This design comes from an exercise in tuning for small area, a short achievable clock period and few clock cycles per item on the open sky130 flow, not from production work. At most, simulation tests tie the RTL to the original design; equivalence was not proved.

==> module aes128_round_seq, before the edit <==
module aes128_round_seq
#(
    parameter int CNT_W = 32,
    parameter int NR    = 10
) (
    input  logic               clk,
    input  logic               rst,
    input  logic               in_valid,
    output logic               in_ready,
    input  logic [BLK_W-1:0]   in_text,
    input  logic [BLK_W-1:0]   in_key,
    output logic               out_valid,
    input  logic               out_ready,
    output logic [BLK_W-1:0]   out_data,
    output logic               busy
);
    function automatic logic [7:0] rcon(input logic [3:0] idx);
        case (idx)
            4'd1:    rcon = 8'h01;
            4'd2:    rcon = 8'h02;
            4'd3:    rcon = 8'h04;
            4'd4:    rcon = 8'h08;
            4'd5:    rcon = 8'h10;
            4'd6:    rcon = 8'h20;
            4'd7:    rcon = 8'h40;
            4'd8:    rcon = 8'h80;
            4'd9:    rcon = 8'h1b;
            4'd10:   rcon = 8'h36;
            default: rcon = 8'h00;
        endcase
    endfunction
    if (NR != AES_NR || CNT_W < 1) begin : g_bad_cfg
        $error("aes128_round_seq: NR must be 10 and CNT_W at least 1");
    end
    logic [BLK_W-1:0] st_q, st_d;       
    logic [BLK_W-1:0] key_q, key_d;     
    logic [BLK_W-1:0] psr_q, psr_d;     
    logic [31:0]      psub_q, psub_d;   
    logic [BLK_W-1:0] ppre_q, ppre_d;   
    logic [BLK_W-1:0] out_q, out_d;
    logic       va_q, va_d;             
    logic [3:0] rnda_q, rnda_d;         
    logic       vb_q, vb_d;             
    logic [3:0] rndb_q, rndb_d;         
    logic       ov_q, ov_d;             
    logic       rdy_q, rdy_d;           
    logic       busy_q, busy_d;
    logic [BLK_W-1:0] sr;
    logic [31:0]      sub_w;
    logic [BLK_W-1:0] pre;
    logic [BLK_W-1:0] nk;
    logic [BLK_W-1:0] mc;
    logic [BLK_W-1:0] ct;
    for (genvar c = 0; c < 4; c++) begin : g_col
        for (genvar r = 0; r < 4; r++) begin : g_row
            sub_bytes u_sb (
                .din  (st_q[127 - 8*(r + 4*((c + r) % 4)) -: 8]),
                .dout (sr[127 - 8*(r + 4*c) -: 8])
            );
        end
    end
    aes_key_step u_key_step (
        .key_in (key_q),
        .rc     (rcon(rnda_q)),
        .sub_w  (sub_w),
        .pre    (pre)
    );
    for (genvar i = 0; i < 4; i++) begin : g_nk
        aes_xor32 u_nk (.a(ppre_q[32*i +: 32]), .b(psub_q), .y(nk[32*i +: 32]));
    end
    for (genvar i = 0; i < 4; i++) begin : g_mc
        aes_mix_column u_mc (.din(psr_q[32*i +: 32]), .dout(mc[32*i +: 32]));
    end
    for (genvar i = 0; i < 4; i++) begin : g_ct
        aes_xor32 u_ct (.a(psr_q[32*i +: 32]), .b(nk[32*i +: 32]), .y(ct[32*i +: 32]));
    end
    logic lastb;       
    logic hold;        
    logic fin;         
    logic selb;        
    logic take;        
    assign lastb = vb_q && (rndb_q == 4'd10);
    assign hold  = lastb && ov_q && !out_ready;
    assign fin   = lastb && !hold;
    assign selb  = vb_q && !lastb;
    assign take  = rdy_q && in_valid;
    logic [BLK_W-1:0] nx;
    logic [BLK_W-1:0] nkey;
    logic [BLK_W-1:0] nst;
    assign nx   = rdy_q ? in_text : mc;
    assign nkey = rdy_q ? in_key  : nk;
    for (genvar i = 0; i < 4; i++) begin : g_ark
        aes_xor32 u_ark (.a(nx[32*i +: 32]), .b(nkey[32*i +: 32]), .y(nst[32*i +: 32]));
    end
    assign st_d   = hold ? st_q   : nst;
    assign key_d  = hold ? key_q  : nkey;
    assign psr_d  = hold ? psr_q  : sr;
    assign psub_d = hold ? psub_q : sub_w;
    assign ppre_d = hold ? ppre_q : pre;
    logic out_load;
    logic out_keep;
    assign out_load = fin && !rst;
    assign out_keep = !fin && !out_ready && !rst;
    assign out_d = ({BLK_W{out_load}} & ct) | ({BLK_W{out_keep}} & out_q);
    always_comb begin
        if (hold) begin
            va_d   = va_q;
            rnda_d = rnda_q;
            vb_d   = vb_q;
            rndb_d = rndb_q;
        end else begin
            va_d   = selb || take;
            rnda_d = selb ? rndb_q + 4'd1 : 4'd1;
            vb_d   = va_q;
            rndb_d = rnda_q;
        end
        ov_d   = fin || (ov_q && !out_ready);
        rdy_d  = !vb_d || ((rndb_d == 4'd10) && !ov_d);
        busy_d = va_d || vb_d;
    end
    always_ff @(posedge clk) begin
        st_q  <= st_d;
        key_q <= key_d;
        psr_q  <= psr_d;
        psub_q <= psub_d;
        ppre_q <= ppre_d;
        out_q <= out_d;
    end
    always_ff @(posedge clk or posedge rst) begin
        if (rst) begin
            va_q   <= 1'b0;
            rnda_q <= 4'd0;
            vb_q   <= 1'b0;
            rndb_q <= 4'd0;
            ov_q   <= 1'b0;
            rdy_q  <= 1'b1;
            busy_q <= 1'b0;
        end else begin
            va_q   <= va_d;
            rnda_q <= rnda_d;
            vb_q   <= vb_d;
            rndb_q <= rndb_d;
            ov_q   <= ov_d;
            rdy_q  <= rdy_d;
            busy_q <= busy_d;
        end
    end
    assign in_ready  = rdy_q;
    assign out_valid = ov_q;
    assign busy      = busy_q;
    assign out_data  = out_q;
endmodule
export LEC_CHECK = 0
export CAP_MARGIN = 20
export CORE_MARGIN = 2
export CORE_UTILIZATION = 60
export SETUP_SLACK_MARGIN = 0.4
export SLEW_MARGIN = 20
export SYNTH_HIERARCHICAL = 1
create_clock -name core_clock -period 20.0 [get_ports {clk}]
standard.sh (not shown) runs the stock make flow with config.mk's settings and CLKGATE_MAP_FILE= SYNTH_SCRIPT=/design/flow/synth_recipe.tcl, a recipe that flattens the netlist after the stock synthesis.
==> flow/flow/run.sh <==
#!/bin/bash
set -euo pipefail
PORTBUF="BUFFER_PORTS_ARGS=-buffer_cell sky130_fd_sc_hd__buf_1"
bash standard.sh SETUP_SLACK_MARGIN=15.0 "$PORTBUF" cts > flow_make_cts.log 2>&1
bash standard.sh "$PORTBUF" finish > flow_make_finish.log 2>&1
Change:
--- a/flow/design.v
+++ b/flow/design.v
@@ -294,6 +294,7 @@
     logic [3:0] rndb_q, rndb_d;         
     logic       ov_q, ov_d;             
     logic       rdy_q, rdy_d;           
+    logic       rdy_n_q;                
     logic       busy_q, busy_d;
     logic [BLK_W-1:0] sr;
     logic [31:0]      sub_w;
@@ -378,24 +379,26 @@
     end
     always_ff @(posedge clk or posedge rst) begin
         if (rst) begin
-            va_q   <= 1'b0;
-            rnda_q <= 4'd0;
-            vb_q   <= 1'b0;
-            rndb_q <= 4'd0;
-            ov_q   <= 1'b0;
-            rdy_q  <= 1'b1;
-            busy_q <= 1'b0;
+            va_q    <= 1'b0;
+            rnda_q  <= 4'd0;
+            vb_q    <= 1'b0;
+            rndb_q  <= 4'd0;
+            ov_q    <= 1'b0;
+            rdy_q   <= 1'b1;
+            rdy_n_q <= 1'b0;
+            busy_q  <= 1'b0;
         end else begin
-            va_q   <= va_d;
-            rnda_q <= rnda_d;
-            vb_q   <= vb_d;
-            rndb_q <= rndb_d;
-            ov_q   <= ov_d;
-            rdy_q  <= rdy_d;
-            busy_q <= busy_d;
+            va_q    <= va_d;
+            rnda_q  <= rnda_d;
+            vb_q    <= vb_d;
+            rndb_q  <= rndb_d;
+            ov_q    <= ov_d;
+            rdy_q   <= rdy_d;
+            rdy_n_q <= !rdy_d;
+            busy_q  <= busy_d;
         end
     end
-    assign in_ready  = rdy_q;
+    assign in_ready  = !rdy_n_q;
     assign out_valid = ov_q;
     assign busy      = busy_q;
     assign out_data  = out_q;
The changed run finished clean.
Count of clock-buffer cells in the layout went down by 2.
Synthesized area is about the same.
Clock skew goes down by 0.011 ns.
Design area climbs by about 0.33%.
Register-to-register slack is worse by 0.07 ns.
Hold slack is better by 0.0057 ns.
Testbench counts after the change, summed over its fixed seeds: cycles 20,520, items 2,048.
For the first run of this note, only the layout was checked, not whether the RTL still works.

## static timing again, ports no longer ideal
In the flow no input, the clock included, has a driving cell. The finished layouts below were timed again as built, in two steps.
Step 1, drivers: a clkbuf_16 drives clk and a buf_2 each remaining input, both assumed.
Step 2 also shifts input and output timing later by t, the mid clock arrival at the registers, as if the neighbouring blocks saw the same clock.
Three values: ideal, step 1, step 2; two values: the first two.
run | shift t [ns] | setup WS [ns] | cell pins on the clock port's net
the first run | 0.694 | 14.665 / 14.593 / 14.294 | 1
the second run | 0.706 | 14.837 / 14.768 / 14.233 | 1
After both steps every run listed still meets setup and hold. The setup slack of the second run, which loses most, moves by -0.069 ns with the drivers and by -0.604 ns with both steps.
